This design comes from an exercise in tuning for small area, a short achievable clock period and few clock cycles on the open sky130 flow, not from production work. The RTL was checked by simulation tests, not by an equivalence proof against the original design. No activity file was given, so power comes from the tool's default toggle rates.

==> exp/violet <==
==> flow/design.v (excerpt) <==
module grid_cell_neighbor_enumerator #(
    parameter int MAX_DIM = 1024
) (
    input  logic                            i_clk,
    input  logic                            i_rst_n,
    input  logic                            req_valid,
    output logic                            req_ready,
    input  logic [gcne_pkg::INDEX_W-1:0]    req_cell_index,
    output logic                            res_valid,
    input  logic                            res_ready,
    output logic [gcne_pkg::COORD_OUT_W-1:0] res_cell_i,
    output logic [gcne_pkg::COORD_OUT_W-1:0] res_cell_j,
    output logic [gcne_pkg::COORD_OUT_W-1:0] res_cell_k,
    output logic                            res_valid_res,
    output logic                            res_last,
    input  logic                            psel,
    input  logic                            penable,
    input  logic                            pwrite,
    input  logic [gcne_pkg::APB_ADDR_W-1:0] paddr,
    input  logic [gcne_pkg::APB_DATA_W-1:0] pwdata,
    output logic [gcne_pkg::APB_DATA_W-1:0] prdata,
    output logic                            pready
);
Settings: LEC_CHECK=0, ABC_AREA=1, CAP_MARGIN=20, CORE_MARGIN=2, CORE_UTILIZATION=55, CTS_BUF_LIST=sky130_fd_sc_hd__clkbuf_4 sky130_fd_sc_hd__clkbuf_8, SETUP_SLACK_MARGIN=5.0, SLEW_MARGIN=20; clock period 8.0 ns.
standard.sh (not shown) runs the stock make flow with config.mk's settings and CLKGATE_MAP_FILE= SYNTH_SCRIPT=/design/flow/synth_recipe.tcl, a recipe that flattens the netlist after the stock synthesis.
==> flow/flow/run.sh <==
#!/bin/bash
# The standard layout, with the port buffers inserted as the smallest buffer cell
# (resizing then sizes them up where timing needs it). Every input and output port
# still gets its own buffer.
set -euo pipefail
export BUFFER_PORTS_ARGS="-buffer_cell sky130_fd_sc_hd__buf_1"
bash standard.sh finish > standard_flow.log 2>&1
==> exp/pepper: changes against exp/violet <==
--- a/flow/design.v
+++ b/flow/design.v
@@ -159,13 +159,12 @@
     logic            r_a_bit;
     logic            r_a_first;
     logic            r_a_last;
     logic            r_a_rej;
     logic            a_free;
     logic            r_c_done;
-    logic            r_rej_pend;   
     logic            b_hold;
     logic            r_b_valid;
     logic            r_b_last;
     always_comb begin
         for (int b = 0; b < gcne_pkg::INDEX_W; b++) begin
             high_mask[b] = (NW'(b) > r_wm1);
@@ -175,13 +174,13 @@
         r_hi <= r_zero || ((i_req_cell_index & high_mask) != '0);
     end
     assign sel      = r_act ? r_cnt : r_wm1;
     assign last_tok = r_act ? (r_cnt_z || r_hi) : r_wm1_z;
     assign a_free      = !r_a_valid || (!stall && !b_hold);
     assign o_req_ready = last_tok && !r_dirty &&
-                         (!r_a_valid || ((!r_c_done || (!i_job_busy && !r_rej_pend)) && !b_hold));
+                         (!r_a_valid || ((!r_c_done || !i_job_busy) && !b_hold));
     assign fetch       = i_req_valid && !r_dirty && a_free && (!last_tok || o_req_ready);
     always_ff @(posedge i_clk) begin
         if (!i_rst_n) begin
             r_act <= 1'b0;
         end else if (fetch) begin
             r_act <= !last_tok;
@@ -243,24 +242,13 @@
     logic [CW-1:0]   k_prev;
     logic            step_c;
     assign t2      = {(r_b_first ? CW'(0) : r_rem_i), r_b_q};
     assign d2      = {1'b0, t2} + {2'b11, ~last_i};
     assign q2      = !d2[SW];
     assign k_prev  = r_b_first ? CW'(0) : r_k;
-    logic            c_ok;
-    logic            convert;
-    assign c_ok    = !r_c_rej && !r_ovf && (r_k <= last_k);
-    assign convert = r_c_done && !c_ok && !r_rej_pend && !i_job_ready;
-    assign stall   = r_c_done && !((i_job_ready && !r_rej_pend) || convert);
-    always_ff @(posedge i_clk) begin
-        if (!i_rst_n) begin
-            r_rej_pend <= 1'b0;
-        end else begin
-            r_rej_pend <= convert || (r_rej_pend && !i_job_ready);
-        end
-    end
+    assign stall  = r_c_done && !i_job_ready;
     assign step_c = r_b_valid && !stall;
     always_ff @(posedge i_clk) begin
         if (!i_rst_n) begin
             r_c_done <= 1'b0;
         end else if (!stall) begin
             r_c_done <= r_b_valid && r_b_last;
@@ -271,14 +259,14 @@
             r_rem_i <= CW'(q2 ? d2[SW-1:0] : t2);
             r_k     <= {k_prev[CW-2:0], q2};
             r_ovf   <= (!r_b_first && r_ovf) || k_prev[CW-1];
             r_c_rej <= r_b_rej;
         end
     end
-    assign o_job_valid       = r_c_done || r_rej_pend;
-    assign o_job_ok          = c_ok && !r_rej_pend;
+    assign o_job_valid       = r_c_done;
+    assign o_job_ok          = !r_c_rej && !r_ovf && (r_k <= last_k);
     assign o_job_i           = r_rem_i;
     assign o_job_j           = r_rem_j;
     assign o_job_k           = r_k;
     assign o_job_flags.dec_i = (r_rem_i != '0);
     assign o_job_flags.inc_i = (r_rem_i != last_i);
     assign o_job_flags.dec_j = (r_rem_j != '0);
@@ -481,24 +469,26 @@
     logic [CW-1:0]        job_j;
     logic [CW-1:0]        job_k;
     assign pready  = 1'b1;
     assign cfg_wr  = psel && penable && pwrite;
     assign cfg_sel = paddr[3:2];
     assign wr_m = pwdata[gcne_pkg::CFG_REG_W-1:0] - gcne_pkg::CFG_REG_W'(1);
-    logic [gcne_pkg::CFG_REG_W-1:0] sz_d;
-    logic                           ld_i;
-    logic                           ld_j;
-    logic                           ld_k;
-    assign sz_d = i_rst_n ? wr_m : '0;
-    assign ld_i = !i_rst_n || (cfg_wr && (cfg_sel == gcne_pkg::REG_SIZE_I));
-    assign ld_j = !i_rst_n || (cfg_wr && (cfg_sel == gcne_pkg::REG_SIZE_J));
-    assign ld_k = !i_rst_n || (cfg_wr && (cfg_sel == gcne_pkg::REG_SIZE_K));
-    always_ff @(posedge i_clk) begin
-        if (ld_i) r_szm_i <= sz_d;
-        if (ld_j) r_szm_j <= sz_d;
-        if (ld_k) r_szm_k <= sz_d;
+    always_ff @(posedge i_clk) begin
+        if (!i_rst_n) begin
+            r_szm_i <= '0;
+            r_szm_j <= '0;
+            r_szm_k <= '0;
+        end else if (cfg_wr) begin
+            case (cfg_sel)
+                gcne_pkg::REG_SIZE_I: r_szm_i <= wr_m;
+                gcne_pkg::REG_SIZE_J: r_szm_j <= wr_m;
+                gcne_pkg::REG_SIZE_K: r_szm_k <= wr_m;
+                default: begin
+                end
+            endcase
+        end
     end
     logic [gcne_pkg::CFG_REG_W-1:0] r_rdata;
     logic [gcne_pkg::CFG_REG_W-1:0] rd_m;
     always_comb begin
         case (cfg_sel)
             gcne_pkg::REG_SIZE_I: rd_m = r_szm_i;
==> flow/run.sh (new file) <==
#!/bin/bash
# synth_recipe.tcl (not shown) runs the flow's synth.tcl, then flattens the netlist and writes it again
# the make line also repeats each setting of config.mk as NAME=value (left out here)
make -C /OpenROAD-flow-scripts/flow DESIGN_CONFIG=/design/flow/config.mk WORK_HOME=/design/flow/orfs CLKGATE_MAP_FILE= SYNTH_SCRIPT=/design/flow/synth_recipe.tcl finish
- ABC_AREA: 1 -> default
- CTS_BUF_LIST: sky130_fd_sc_hd__clkbuf_4 sky130_fd_sc_hd__clkbuf_8 -> default
- SETUP_SLACK_MARGIN: 5.0 -> 4.7
removed: flow/flow/run.sh
removed: flow/standard.sh
==> comparison <==
Against exp/pepper, the design area of exp/violet is lower by 1.3%.
Of exp/pepper and exp/violet, exp/violet has the higher via count (gap about 3.5%, measured against exp/violet).
Between exp/pepper and exp/violet, the lower fmax is in exp/pepper (gap about 4%, measured against exp/violet).
In exp/pepper the synthesized area is larger than in exp/violet, by about 2%.
In exp/pepper the register-to-register slack is lower than in exp/violet, by 0.08 ns.
Of exp/violet and exp/pepper, exp/pepper has the higher utilization (gap 0.24 points).
Die area: exp/violet is smaller than exp/pepper (about 2%).
Of exp/violet and exp/pepper, exp/violet has the higher non-clock buffer count (gap 33).
Of exp/violet and exp/pepper, exp/pepper has the higher wire length (gap about 0.6%, measured against exp/pepper).
In sequential power, exp/pepper and exp/violet hardly differ.
Testbench counts of exp/violet, summed over its fixed seeds: cycles 126,644.
Testbench counts of exp/pepper, summed over its fixed seeds: cycles 128,706.

port drivers added, routing unchanged:
The flow's constraints put no driver on any port. The routed layouts listed below were extracted and timed again, unchanged, in two steps. Step 1, drivers: a clkbuf_16 drives i_clk and a buf_2 each remaining input, both assumed. Step 2 times the ports against the registers' clock, not the clock port: input delays grow and output delays shrink by t, the midpoint of the rising clock arrivals with the driver on. Slacks: ideal ports / drivers / drivers and shift; pairs: ideal ports / drivers.
run	t (ns)	setup slack, ns	worst setup path after step 2	latest minus earliest clock arrival (ns)	cell pins on the clock port's net
exp/violet	0.514	4.902 / 4.902 / 4.606	input to register	0.022 / 0.022	1
exp/pepper	0.473	4.781 / 4.738 / 4.318	input to register	0.012 / 0.012	1
After both steps setup and hold are still met in every run listed. For exp/pepper, which loses most, drivers alone change the setup slack by -0.043 ns; drivers and shift together by -0.463 ns.
